What follows belongs to an exercise in optimizing a design on an open flow for small area, a short achievable clock period and few clock cycles per item; a production flow would make more cautious choices. No run shown here included a check of the RTL's function; only the layout flow was run. Power is estimated from default activity; no workload was simulated.

$ cat flow/design.v
package scmi_mbox_pkg;
  localparam int NUM_CHANNELS = 4;
  localparam int NUM_PORTS = 2;
  localparam int CHAN_W = 2;
  localparam int WORD_W = 3;
  localparam int ADDR_W = CHAN_W + WORD_W;
  localparam int DATA_W = 32;
  typedef logic [ADDR_W-1:0]       addr_t;
  typedef logic [DATA_W-1:0]       data_t;
  typedef logic [CHAN_W-1:0]       chan_t;
  typedef logic [WORD_W-1:0]       word_off_t;
  typedef logic [NUM_CHANNELS-1:0] chan_vec_t;
  localparam word_off_t DOORBELL_OFFSET   = 3'd6;
  localparam word_off_t COMPLETION_OFFSET = 3'd7;
  localparam int NUM_PAYLOAD_WORDS = int'(DOORBELL_OFFSET);
  typedef enum logic [1:0] {
    PORT_IDLE,
    PORT_BUSY,
    PORT_DONE
  } port_state_e;
endpackage
`timescale 1ns/1ns
module scmi_mbox_port (
  input  logic                    clk_i,
  input  logic                    rst_n_i,
  input  logic                    req_i,
  output logic                    pend_o,
  input  logic                    gnt_i,
  input  scmi_mbox_pkg::data_t    bus_rdata_i,
  output logic                    ack_o,
  output scmi_mbox_pkg::data_t    rdata_o
);
  logic                 ack_q;
  scmi_mbox_pkg::data_t rdata_q;
  assign pend_o = req_i && !ack_q;
  always_ff @(posedge clk_i) begin
    if (!rst_n_i) begin
      ack_q <= 1'b0;
    end else if (gnt_i) begin
      ack_q <= 1'b1;
    end else if (!req_i) begin
      ack_q <= 1'b0;
    end
  end
  always_ff @(posedge clk_i) begin
    if (!ack_q) begin
      rdata_q <= bus_rdata_i;
    end
  end
  assign ack_o   = ack_q;
  assign rdata_o = rdata_q;
endmodule
`timescale 1ns/1ns
module scmi_mbox_arbiter (
  input  logic                 clk_i,
  input  logic                 rst_n_i,
  input  logic                 p0_pend_i,
  input  logic                 p0_we_i,
  input  scmi_mbox_pkg::addr_t p0_addr_i,
  input  scmi_mbox_pkg::data_t p0_wdata_i,
  output logic                 p0_gnt_o,
  input  logic                 p1_pend_i,
  input  logic                 p1_we_i,
  input  scmi_mbox_pkg::addr_t p1_addr_i,
  input  scmi_mbox_pkg::data_t p1_wdata_i,
  output logic                 p1_gnt_o,
  output logic [scmi_mbox_pkg::NUM_CHANNELS-1:0] mem_turn_o,
  output logic                 mem_we_o,
  output scmi_mbox_pkg::data_t mem_wdata_o
);
  localparam int NT = 8;
  logic [NT-1:0] turn_q;
  always_ff @(posedge clk_i) begin
    if (!rst_n_i) begin
      turn_q <= '0;
    end else begin
      turn_q <= ~turn_q;
    end
  end
  assign p0_gnt_o = p0_pend_i && !turn_q[0];
  assign p1_gnt_o = p1_pend_i &&  turn_q[0];
  assign mem_turn_o = turn_q[scmi_mbox_pkg::NUM_CHANNELS-1:0];
  assign mem_we_o   = turn_q[0] ? (p1_pend_i && p1_we_i) : (p0_pend_i && p0_we_i);
  for (genvar b = 0; b < 4; b++) begin : g_wbyte
    assign mem_wdata_o[b*8 +: 8] = turn_q[4 + b] ? p1_wdata_i[b*8 +: 8] : p0_wdata_i[b*8 +: 8];
  end
endmodule
`timescale 1ns/1ns
module scmi_mbox_shared_mem (
  input  logic                      clk_i,
  input  logic                      rst_n_i,
  input  scmi_mbox_pkg::chan_vec_t  bus_turn_i,
  input  scmi_mbox_pkg::addr_t      bus_addr0_i,
  input  scmi_mbox_pkg::addr_t      bus_addr1_i,
  input  logic                      bus_we_i,
  input  scmi_mbox_pkg::data_t      bus_wdata_i,
  output scmi_mbox_pkg::data_t      bus_rdata_o,
  output scmi_mbox_pkg::chan_vec_t  irq_doorbell_o,
  output scmi_mbox_pkg::chan_vec_t  irq_completion_o
);
  localparam int NW = scmi_mbox_pkg::NUM_CHANNELS * scmi_mbox_pkg::NUM_PAYLOAD_WORDS;
  scmi_mbox_pkg::data_t      payload_q [NW];
  scmi_mbox_pkg::chan_vec_t  doorbell_q;
  scmi_mbox_pkg::chan_vec_t  completion_q;
  scmi_mbox_pkg::data_t      rd_word;
  localparam int NA = 1 << scmi_mbox_pkg::ADDR_W;
  logic [NA-1:0] dec0, dec1;
  logic [NA-1:0] rsel;
  logic [NA-1:0] wsel;
  always_comb begin
    for (int a = 0; a < NA; a++) begin
      dec0[a] = bus_addr0_i == scmi_mbox_pkg::addr_t'(a);
      dec1[a] = bus_addr1_i == scmi_mbox_pkg::addr_t'(a);
      rsel[a] = bus_turn_i[a >> scmi_mbox_pkg::WORD_W] ? dec1[a] : dec0[a];
    end
    wsel = bus_we_i ? rsel : '0;
  end
  always_comb begin
    rd_word = '0;
    for (int c = 0; c < scmi_mbox_pkg::NUM_CHANNELS; c++) begin
      for (int w = 0; w < scmi_mbox_pkg::NUM_PAYLOAD_WORDS; w++) begin
        rd_word = rd_word | (rsel[c * 8 + w] ? payload_q[c * scmi_mbox_pkg::NUM_PAYLOAD_WORDS + w] : '0);
      end
      rd_word[0] = rd_word[0]
                 | (rsel[c * 8 + int'(scmi_mbox_pkg::DOORBELL_OFFSET)]   && doorbell_q[c])
                 | (rsel[c * 8 + int'(scmi_mbox_pkg::COMPLETION_OFFSET)] && completion_q[c]);
    end
  end
  always_ff @(posedge clk_i) begin
    if (!rst_n_i) begin
      doorbell_q   <= '0;
      completion_q <= '0;
    end else begin
      for (int c = 0; c < scmi_mbox_pkg::NUM_CHANNELS; c++) begin
        if (wsel[c * 8 + int'(scmi_mbox_pkg::DOORBELL_OFFSET)]) begin
          doorbell_q[c] <= bus_wdata_i[0];
        end
        if (wsel[c * 8 + int'(scmi_mbox_pkg::COMPLETION_OFFSET)]) begin
          completion_q[c] <= bus_wdata_i[0];
        end
      end
    end
  end
  for (genvar i = 0; i < NW; i++) begin : g_word
    logic load, keep;
    localparam int A = (i / scmi_mbox_pkg::NUM_PAYLOAD_WORDS) * 8
                     + (i % scmi_mbox_pkg::NUM_PAYLOAD_WORDS);
    assign load = rst_n_i && wsel[A];
    assign keep = rst_n_i && !wsel[A];
    always_ff @(posedge clk_i) begin
      payload_q[i] <= ({scmi_mbox_pkg::DATA_W{load}} & bus_wdata_i)
                    | ({scmi_mbox_pkg::DATA_W{keep}} & payload_q[i]);
    end
  end
  assign bus_rdata_o = rd_word;
  assign irq_doorbell_o   = doorbell_q;
  assign irq_completion_o = completion_q;
endmodule
`timescale 1ns/1ns
module scmi_mbox_top (
  input  logic                      clk_i,
  input  logic                      rst_n_i,
  input  logic                      agent_req_i,
  input  logic                      agent_we_i,
  input  scmi_mbox_pkg::addr_t      agent_addr_i,
  input  scmi_mbox_pkg::data_t      agent_wdata_i,
  output logic                      agent_ack_o,
  output scmi_mbox_pkg::data_t      agent_rdata_o,
  input  logic                      platform_req_i,
  input  logic                      platform_we_i,
  input  scmi_mbox_pkg::addr_t      platform_addr_i,
  input  scmi_mbox_pkg::data_t      platform_wdata_i,
  output logic                      platform_ack_o,
  output scmi_mbox_pkg::data_t      platform_rdata_o,
  output scmi_mbox_pkg::chan_vec_t  irq_doorbell_o,
  output scmi_mbox_pkg::chan_vec_t  irq_completion_o
);
  logic                 agent_pend,  platform_pend;
  logic                 agent_gnt,   platform_gnt;
  scmi_mbox_pkg::chan_vec_t mem_turn;
  logic                 mem_we;
  scmi_mbox_pkg::data_t mem_wdata;
  scmi_mbox_pkg::data_t mem_rdata;
  scmi_mbox_port u_agent_port (
    .clk_i       (clk_i),
    .rst_n_i     (rst_n_i),
    .req_i       (agent_req_i),
    .pend_o      (agent_pend),
    .gnt_i       (agent_gnt),
    .bus_rdata_i (mem_rdata),
    .ack_o       (agent_ack_o),
    .rdata_o     (agent_rdata_o)
  );
  scmi_mbox_port u_platform_port (
    .clk_i       (clk_i),
    .rst_n_i     (rst_n_i),
    .req_i       (platform_req_i),
    .pend_o      (platform_pend),
    .gnt_i       (platform_gnt),
    .bus_rdata_i (mem_rdata),
    .ack_o       (platform_ack_o),
    .rdata_o     (platform_rdata_o)
  );
  scmi_mbox_arbiter u_arbiter (
    .clk_i       (clk_i),
    .rst_n_i     (rst_n_i),
    .p0_pend_i   (agent_pend),
    .p0_we_i     (agent_we_i),
    .p0_addr_i   (agent_addr_i),
    .p0_wdata_i  (agent_wdata_i),
    .p0_gnt_o    (agent_gnt),
    .p1_pend_i   (platform_pend),
    .p1_we_i     (platform_we_i),
    .p1_addr_i   (platform_addr_i),
    .p1_wdata_i  (platform_wdata_i),
    .p1_gnt_o    (platform_gnt),
    .mem_turn_o  (mem_turn),
    .mem_we_o    (mem_we),
    .mem_wdata_o (mem_wdata)
  );
  scmi_mbox_shared_mem u_shared_mem (
    .clk_i            (clk_i),
    .rst_n_i          (rst_n_i),
    .bus_turn_i       (mem_turn),
    .bus_addr0_i      (agent_addr_i),
    .bus_addr1_i      (platform_addr_i),
    .bus_we_i         (mem_we),
    .bus_wdata_i      (mem_wdata),
    .bus_rdata_o      (mem_rdata),
    .irq_doorbell_o   (irq_doorbell_o),
    .irq_completion_o (irq_completion_o)
  );
endmodule
$ cat flow/flow/run.sh
#!/bin/bash
# Standard layout, with plain buffers on the ports instead of the delay
# buffers buffer_ports picks by default.
set -o pipefail
cp standard.sh standard.sh.log 2>/dev/null
export BUFFER_PORTS_ARGS="-buffer_cell sky130_fd_sc_hd__buf_2"
bash standard.sh > standard_run.log 2>&1
$ cat flow/constraint.sdc
create_clock -name core_clock -period 5.0 [get_ports {clk_i}]
set_input_delay 1.0000 -clock core_clock [delete_from_list [all_inputs] [get_ports {clk_i}]]
set_output_delay 1.0000 -clock core_clock [all_outputs]
set_load 0.01 [all_outputs]
$ cat flow/config.mk
export PLATFORM = sky130hd
export DESIGN_NAME = scmi_mbox_top
export DESIGN_NICKNAME = scmi_mbox_top
export VERILOG_FILES = /design/flow/design.v
export SDC_FILE = /design/flow/constraint.sdc
export NUM_CORES = 4
export LEC_CHECK = 0
export CAP_MARGIN = 20
export CORE_MARGIN = 2
export CORE_UTILIZATION = 40
export CTS_BUF_LIST = sky130_fd_sc_hd__clkbuf_8
export CTS_CLUSTER_SIZE = 20
export SETUP_SLACK_MARGIN = 2.5
export SLEW_MARGIN = 20
export TNS_END_PERCENT = 100
$ cat flow/standard.sh
#!/bin/bash
# synth_recipe.tcl (not shown) runs the flow's synth.tcl, then flattens the netlist and writes it again
# the make line also repeats each setting of config.mk as NAME=value (left out here)
make -C /OpenROAD-flow-scripts/flow DESIGN_CONFIG=/design/flow/config.mk WORK_HOME=/design/flow/orfs CLKGATE_MAP_FILE= SYNTH_SCRIPT=/design/flow/synth_recipe.tcl "${@:-finish}"
==> results of run 1 <==
-- critical path, stage by stage (launching register included) --
cell and delay, ns:
dfxtp_4 0.37, buf_6 0.14, and4b_2 0.27, or2_4 0.27
a22o_4 0.25, a222oi_1 0.41, nand3_1 0.13, or4_4 0.54
-- worst paths after layout --
path | start | end | slack (ns)
min reg2reg | u_shared_mem.payload_q[13][16]$_DFF_P_ | u_shared_mem.payload_q[13][16]$_DFF_P_ | 0.45
max | u_arbiter.turn_q[1]$_SDFF_PN0_ | u_agent_port.rdata_q[0]$_DFFE_PN_ | 2.36
max reg2reg | u_arbiter.turn_q[1]$_SDFF_PN0_ | u_agent_port.rdata_q[0]$_DFFE_PN_ | 2.36
min | agent_req_i | u_agent_port.ack_q$_SDFFE_PN0P_ | 0.42
-- kinds of logic after synthesis --
group,count (synthesis)
DFF,850
AOI/OAI and AO/OA,1226
and+or+nand+nor,1032
muxes,112
buffers and inverters,331
-- metal layers --
| layer | wire, um | global-route usage (%) | vias up |
|---|---|---|---|
| li1 | - | - | 13200 |
| met1 | 54000 | 41.7 | 14700 |
| met2 | 63300 | 52.0 | 2099 |
| met3 | 17800 | 9.60 | 545 |
| met4 | 11000 | 23.0 | 6 |
| met5 | 41 | 0 | - |
-- stage by stage --
step	hold slack (ns)	util [%]	power (mW)
5_1_grt	0.438	50.7	14.7
2_1_floorplan	0.417	-	7.57
3_5_place_dp	0.438	43.8	8.12
4_1_cts	0.388	49.0	14.2
3_3_place_gp	0.428	43.7	8.10
6_report	0.417	50.7	14.4
-- power breakdown --
part / switching (mW) / internal, mW / total (mW)
logic: 0.937 / 0.378 / 1.32
clock network: 2.90 / 3.22 / 6.12
registers: 0.0428 / 6.91 / 6.95
-- flip-flops by register name (all words and copies together), names as in the netlist --
name,cells
u_agent_port.ack_q,1
u_platform_port.rdata_q,32
u_arbiter.turn_q,8
u_shared_mem.doorbell_q,4
u_platform_port.ack_q,1
u_shared_mem.completion_q,4
u_shared_mem.payload_q,768
u_agent_port.rdata_q,32
-- repair_timing --
action	in CTS	in global routing
buffers inserted	74	63
gates cloned	6	7
endpoints found under the setup margin	838	401
pin swaps	31	50
endpoints found under the hold margin	0	0
resized for setup	98	143
hold buffers	0	0
-- cell usage in the layout, fill, tap and decap left out, types with 12 or more instances in the layout --
cell type,n
dfxtp_1,782
edfxtp_1,64
a221oi_2,19
nor2_1,23
nor2_4,13
o2bb2ai_1,12
a221oi_1,15
clkbuf_8,169
buf_4,212
mux2i_1,66
a21oi_1,20
buf_6,36
buf_2,144
a22oi_1,144
inv_1,53
nand3_1,12
a2bb2oi_1,13
o22ai_1,24
a222oi_1,33
nand2_1,848
mux2i_2,27
o21ai_0,756
a22o_1,39
buf_12,43
a21oi_4,25
o21ai_1,42
nand4_1,31
-- final cells by class --
type / instances / share of cell area [%]
Antenna cell: 5 / 0.0312
Clock buffer: 169 / 5.81
Clock inverter: 78 / 1.10
Inverter: 4 / 0.0406
Multi-Input combinational cell: 2379 / 35.8
Sequential cell: 850 / 44.1
Tap cell: 1050 / 3.28
Timing Repair Buffer: 453 / 9.80
==> summary.txt, run 1 <==
Status
  • Run status: timing/DRC/antenna clean

Synth
  • Mapped Area: 31,900 um2
  • Seq cells post-synth: 850
  • Dominant synthesized flop cell: dfxtp_1
  • Top-area cell type share of the netlist area: 49.3%
  • Post-synth EDFFs: 64
  • Post-synthesis average cell area: 8.98 um2
  • Cell count after synthesis: 3,551
  • FFs w/ async S/R, synth: 0%
  • Most frequent cell after synthesis: nand2_1
  • Mux contribution to synthesized area: 3.58%
  • Post-synthesis xor/xnor area fraction: 0%
  • Synth top cells by count: nand2_1, dfxtp_1, o21ai_0, clkbuf_1, a22oi_1
  • Largest family of logic cells by synthesized area: compound AO/OA/AOI/OAI gates
  • Sequential share of the synthesized area: 55.4%
  • Synth area leaders: dfxtp_1, o21ai_0, nand2_1
  • Synth Area in Compound Gates: 23.1%
  • Yosys cell types: 72
  • Post-Synth Adder-Cell Area: 0%
  • Yosys Warn Count: 4
  • Simple-gate share of the synthesized area: 13.5%
  • Net Count, Synth: approximately 3.6k
  • Area leader, netlist: dfxtp_1

Routing
  • Drt drc: 0
  • Final antenna-violating net count: 0
  • Via count: roughly 31k
  • Drt via density: 6.12
  • DRT iter0 DRCs: approximately 4.6k
  • DR WL/cell: 29.3 um
  • DRT Pass-1 Iters: 8
  • Drt total wl: 146,000 um

STA
  • Period minus WS final: 2.64 ns
  • Clock skew: 0.0299 ns
  • Fmax: 379 MHz
  • Period Utilization, post-route: 52.8%
  • Setup TNS: 0 ns
  • RSZ-0062 raised after global routing: yes
  • Slew Viols, Final: 0
  • Worst Tran Pin Value: 1.02 ns
  • Max-slew headroom: 31.7%
  • Final hold viol count: 0
  • PnR worst setup slack: between 2 and 2.5 ns
  • Finish-stage setup viols: 0

Worst setup path
  • Reg2Reg Depth: 7
  • WP data required: 5.56 ns
  • CP Launch Type: flop
  • CP endpoint kind: flop
  • Worst path arrival time: 3.20 ns
  • Setup Crit Path Kind: flop to flop
  • Crit path max fanout: 7

Clocking
  • H-tree levels: 4
  • Clock sinks: 850
  • Root buffer cell: clkbuf_8
  • Worst-Skew Late Latency: 0.82 ns
  • CTS tree: built
  • Cts bufs inserted: 143
  • Clock Path Buffers: 3
  • Clock-pin slew on the worst setup and hold paths: 0.06 ns

Floorplanning
  • Top Ports: 154
  • CORE AREA: between 70,000 and 80,000 um2
  • Placement Rows: 103
  • Initial Util: 40.4%
  • Die Area: about 82,000 um2
  • Die Width: roughly 290 um
  • Die Height: 286 um

Worst hold path
  • Cell count of the worst hold path: 3
  • Hold WC Path Type: primary input to flop

Placed design
  • Placed Cells: 4,586
  • IO Port Bufs: 153
  • Placed Area: 34,600 um2
  • Hpwl dp: 83,600 um
  • GPL Wtd Cong: 0.891
  • Pre-CTS setup slack: 0.821 ns

Global route
  • GRT Total Usage: roughly a third
  • Initial antenna violation count: 9
  • Largest net degree at the start of global routing: 34
  • First-pass GRT wire length: about 200,000 um
  • Number of global-route vias before repair: 28.3k
  • Total gr overflow: 0

Power and ir drop
  • Maximum vdd drop: 0.000216 V
  • LEAKAGE: 14.8 nW
  • Pwr Density: 359 nW/um2

Cells and area
  • Final instance area: 40,000 um2
  • Layout cell share with drive strength beyond 1: between 20% and 30%
  • Final #Nets: roughly 4k
  • Area delta synth->final: 25.6%
  • Flip-flop and latch area: ~18,000 um2
  • FILL cells: 7,401
  • Layout Cells excl Fill: 4,988
  • Multi-input gate area: 14,300 um2

Run
  • Max-cap viol count: 0
==> inputs of run 2 (changes only) <==
--- a/flow/config.mk
+++ b/flow/config.mk
@@ -7,7 +7,7 @@
 export LEC_CHECK = 0
 export CAP_MARGIN = 20
 export CORE_MARGIN = 2
-export CORE_UTILIZATION = 40
+export CORE_UTILIZATION = 50
 export CTS_BUF_LIST = sky130_fd_sc_hd__clkbuf_8
 export CTS_CLUSTER_SIZE = 20
 export SETUP_SLACK_MARGIN = 2.5
==> run 2 against run 1 <==
Net effect:
- register-to-register slack worse by 0.05 ns
- clock power is 2% higher
- hold slack improved by 0.030 ns
- clock-buffer cell count increased by 13
- non-clock buffer count shrank 12
- sequential share of layout area grew 0.20 points
- maximum frequency down 1.7%
- highest routed layer is now met4
==> summary.txt, run 2 <==
Status
  • Run status: timing/DRC/antenna clean

Synth
  • Top-area cell type share of the netlist area: 49.3% (unchanged)
  • Mux contribution to synthesized area: 3.58% (unchanged)
  • Most frequent cell after synthesis: nand2_1
  • Cell count after synthesis: 3,551 (unchanged)
  • Seq cells post-synth: 850 (unchanged)
  • Area leader, netlist: dfxtp_1
  • Simple-gate share of the synthesized area: 13.5% (unchanged)
  • Mapped Area: 31,900 um2 (unchanged)
  • Sequential share of the synthesized area: 55.4% (unchanged)
  • Synth area leaders: dfxtp_1, o21ai_0, nand2_1
  • Net Count, Synth: 3,631 (unchanged)
  • Post-synth EDFFs: 64 (unchanged)
  • Post-synthesis xor/xnor area fraction: 0% (unchanged)
  • Dominant synthesized flop cell: dfxtp_1
  • Synth top cells by count: nand2_1, dfxtp_1, o21ai_0, clkbuf_1, a22oi_1
  • Largest family of logic cells by synthesized area: compound AO/OA/AOI/OAI gates
  • Synth Area in Compound Gates: 23.1% (unchanged)
  • Yosys cell types: 72 (unchanged)
  • FFs w/ async S/R, synth: 0% (unchanged)
  • Post-Synth Adder-Cell Area: 0% (unchanged)
  • Post-synthesis average cell area: 8.98 um2 (unchanged)
  • Yosys Warn Count: 4 (unchanged)

Cells and area
  • Max reg flops: 768 (unchanged)
  • FILL cells: 5,423 (-27%)
  • Flip-flop and latch area: 17,700 um2 (unchanged)
  • Largest regs: u_shared_mem.payload_q (768), u_agent_port.rdata_q (32), u_platform_port.rdata_q (32)
  • Layout cell share with drive strength beyond 1: 21.9% (-0.16 points)
  • Register with the most flip-flops: u_shared_mem.payload_q
  • Commonest non-fill, non-tap cell in the layout: nand2_1
  • Multi-input gate area: 14,300 um2 (-0.18%)
  • Final #Nets: 3,895 (-0.41%)
  • Commonest cells after routing, fill and taps aside: nand2_1, dfxtp_1, o21ai_0
  • Area delta synth->final: 25.0%

Power and ir drop
  • Switching Power: 3.79 mW (-2.3%)
  • Switching share of power: 26.2% (-0.77 points)
  • Maximum vdd drop: 0.000258 V (+19%)
  • LEAKAGE: 15.0 nW (+0.91%)
  • Total power: 14.5 mW (+0.61%)
  • Pwr Density: 363 nW/um2 (+1.1%)
  • Clock network fraction of total power: 43.1% (+0.6 points)
  • Int Pwr: 10.7 mW (+1.7%)
  • Flop pwr share: 48.0% (-0.3 points)
  • Logic pwr share: 8.9% (-0.2 points)

STA
  • Setup TNS: 0 ns (unchanged)
  • Fmax: 372 MHz (-1.7%)
  • Period minus WS final: 2.68 ns (+0.0457 ns)
  • Worst Tran Pin Value: 1.22 ns (+0.198 ns)
  • Max-slew headroom: 18.6% (-13 points)
  • Period Utilization, post-route: 53.7% (+0.91 points)
  • Final hold viol count: 0 (unchanged)
  • Clock skew: 0.0413 ns (+0.0114 ns)
  • Slew Viols, Final: 0 (unchanged)
  • Finish-stage setup viols: 0 (unchanged)
  • RSZ-0062 raised after global routing: yes

Floorplanning
  • Placement Rows: 92 (-11%)
  • Top Ports: 154 (unchanged)
  • Die Width: 257 um (-10%)
  • CORE AREA: 63,100 um2 (-20%)
  • Initial Util: 50.6% (+10 points)
  • Die Height: 257 um (-10%)
  • Die Area: 65,800 um2 (-20%)

Global route
  • Total gr overflow: 0 (unchanged)
  • GRT Total Usage: 40.4% (+6.3 points)
  • Initial antenna violation count: 5 (-4)
  • Number of global-route vias before repair: 28.4k (+0.23%)
  • First-pass GRT wire length: 194,000 um (-3.2%)
  • Largest net degree at the start of global routing: 44 (+29%)

Clocking
  • Worst-Skew Late Latency: 0.81 ns (about the same)
  • Clock sinks: 850 (unchanged)
  • CTS tree: built
  • Cts bufs inserted: 139 (-2.8%)
  • Clock-pin slew on the worst setup and hold paths: 0.06 ns (about the same)
  • H-tree levels: 4 (unchanged)
  • Cts hold-fix bufs: 0 (unchanged)
  • Clock Path Buffers: 3 (unchanged)
  • Root buffer cell: clkbuf_8

Worst setup path
  • CP endpoint kind: flop
  • Crit path from: u_arbiter.turn_q[1]$_SDFF_PN0_
  • R2r setup slk: 2.32 ns (-0.05 ns)
  • Worst setup path endpoint: u_agent_port.rdata_q[0]$_DFFE_PN_
  • CP Launch Type: flop
  • Setup Crit Path Kind: flop to flop
  • Worst path arrival time: 3.22 ns (+0.02 ns)
  • Crit-path slowest cell: or4_4
  • Critical Path Max Stage Delay: 0.60 ns (+0.06 ns)
  • Cell Chain, Critical Path: buf_6 > and4b_2 > or2_4 > a22o_4 > a222oi_1 > nand3_1 > or4_4
  • Worst reg2reg path startpoint: u_arbiter.turn_q[1]$_SDFF_PN0_
  • Reg2Reg Depth: 7 (unchanged)
  • WP data required: 5.53 ns (-0.03 ns)
  • Crit path max fanout: 6 (-1)
  • Worst r2r dst: u_agent_port.rdata_q[0]$_DFFE_PN_

Routing
  • Drt via density: 6.46 (+5.4%)
  • Drt total wl: 142,000 um (-2.5%)
  • Via count: 30.8k (+0.91%)
  • DR WL/cell: 29.8 um (+1.9%)
  • DRT iter0 DRCs: 4,706 (+2.6%)
  • DRT Pass-1 Iters: 9 (+1)
  • Final antenna-violating net count: 0 (unchanged)
  • Drt drc: 0 (unchanged)

Placed design
  • Hpwl dp: 81,900 um (-2.1%)
  • GPL Wtd Cong: 0.905 (+1.7%)
  • IO Port Bufs: 153 (unchanged)

Run
  • Max-cap viol count: 0 (unchanged)

Worst hold path
  • Hold WC Path Type: flop to flop
[run 2: how the worst min path moves through the flow]
stage | slack (ns) | depth (start not counted) | to | startpoint
after floorplan | 0.42 | 2 | u_shared_mem.payload_q[7][29]$_DFF_P_ | u_shared_mem.payload_q[7][29]$_DFF_P_
after global placement | 0.43 | 2 | u_shared_mem.payload_q[8][16]$_DFF_P_ | u_shared_mem.payload_q[8][16]$_DFF_P_
after detailed placement | 0.43 | 2 | u_shared_mem.payload_q[7][29]$_DFF_P_ | u_shared_mem.payload_q[7][29]$_DFF_P_
after CTS | 0.43 | 3 | u_agent_port.ack_q$_SDFFE_PN0P_ | agent_req_i
after global routing | 0.46 | 3 | u_agent_port.ack_q$_SDFFE_PN0P_ | agent_req_i
final | 0.45 | 2 | u_shared_mem.payload_q[7][29]$_DFF_P_ | u_shared_mem.payload_q[7][29]$_DFF_P_
[run 2: cell type report]
| type | count | share of cell area [%] |
|---|---|---|
| multi-input cells | 2379 | 35.9 |
| repair buffers | 441 | 9.82 |
| diodes | 7 | 0.0439 |
| inverters | 4 | 0.0408 |
| clock buffers | 182 | 6.28 |
| flip-flops and latches | 850 | 44.3 |
| well taps | 846 | 2.66 |
| clock inverters | 65 | 0.920 |
[run 2: power groups by stage]
stage | sequential [mW] | combinational (mW) | clock (mW)
2_1_floorplan | 7.09 | 0.478 | 0
3_3_place_gp | 7.10 | 0.954 | 0
3_5_place_dp | 7.11 | 0.969 | 0
4_1_cts | 6.95 | 1.07 | 6.23
5_1_grt | 6.96 | 1.27 | 6.56
6_report | 6.95 | 1.28 | 6.24
[run 2: metal layers]
layer  share of wire (%)  vias to the layer above  global-route usage, %
li1                    -                    13100                      -
met1                  37                    14800                   51.8
met2                  42                     2339                   60.2
met3                  14                      591                   11.8
met4                 7.2                        0                   24.2
met5                   0                        -                      0
[run 2: metrics by stage]
stage | instances | setup WS [ns] | area, um2 | hold WS (ns) | util, %
after floorplan | 3551 | 2.07 | 32300 | 0.417 | -
after global placement | 4354 | 0.892 | 34100 | 0.429 | 54.1
after detailed placement | 4356 | 0.892 | 34200 | 0.434 | 54.2
after CTS | 4679 | 2.34 | 38300 | 0.432 | 60.7
after global routing | 4768 | 2.29 | 39800 | 0.457 | 63.2
final | 4774 | 2.32 | 39900 | 0.447 | 63.2
[run 2: kinds of logic after synthesis]
group                  Yosys count
AO/OA/AOI/OAI                 1226
buffers and inverters          331
flip-flops                     850
multiplexers                   112
AND/OR/NAND/NOR               1032
[run 2: critical path: cells and delay by family, from the launching register on]
kind	cells	cell delay, ns
AOI/OAI and AO/OA	2	0.65
buffers and inverters	1	0.11
DFF	1	0.40
and+or+nand+nor	4	1.28
[run 2: timing repair]
| action | CTS | global route |
|---|---|---|
| setup buffers | 71 | 77 |
| resized for setup | 104 | 139 |
| cloned | 5 | 11 |
| endpoints found under the setup margin | 832 | 422 |
| pin swaps | 32 | 51 |

## re-timing with driven ports
Ports are ideal in the flow. The routed layouts listed here were re-timed in OpenROAD. Step 1 (the two cells are an assumption about what drives the block):
set clk [get_ports {clk_i}]
set_driving_cell -lib_cell sky130_fd_sc_hd__clkbuf_16 $clk
set_driving_cell -lib_cell sky130_fd_sc_hd__buf_2 [delete_from_list [all_inputs] $clk]
Step 2 also shifts input and output timing later by t, the mid clock arrival at the registers, as if the neighbouring blocks saw the same clock. a / b / c = ideal / step 1 / step 2; a / b = the first two.
run	shift t [ns]	slack for setup (ns)	slew at the worst register clock pin (ns)	cell pins on the clock port's net
run 1	0.875	2.361 / 2.361 / 1.553	0.07 / 0.07	1
run 2	0.849	2.315 / 2.315 / 1.522	0.07 / 0.07	1
After both steps setup and hold are still met in every run listed. For run 1, which loses most, drivers alone change the setup slack by 0.000 ns; drivers and shift together by -0.808 ns.
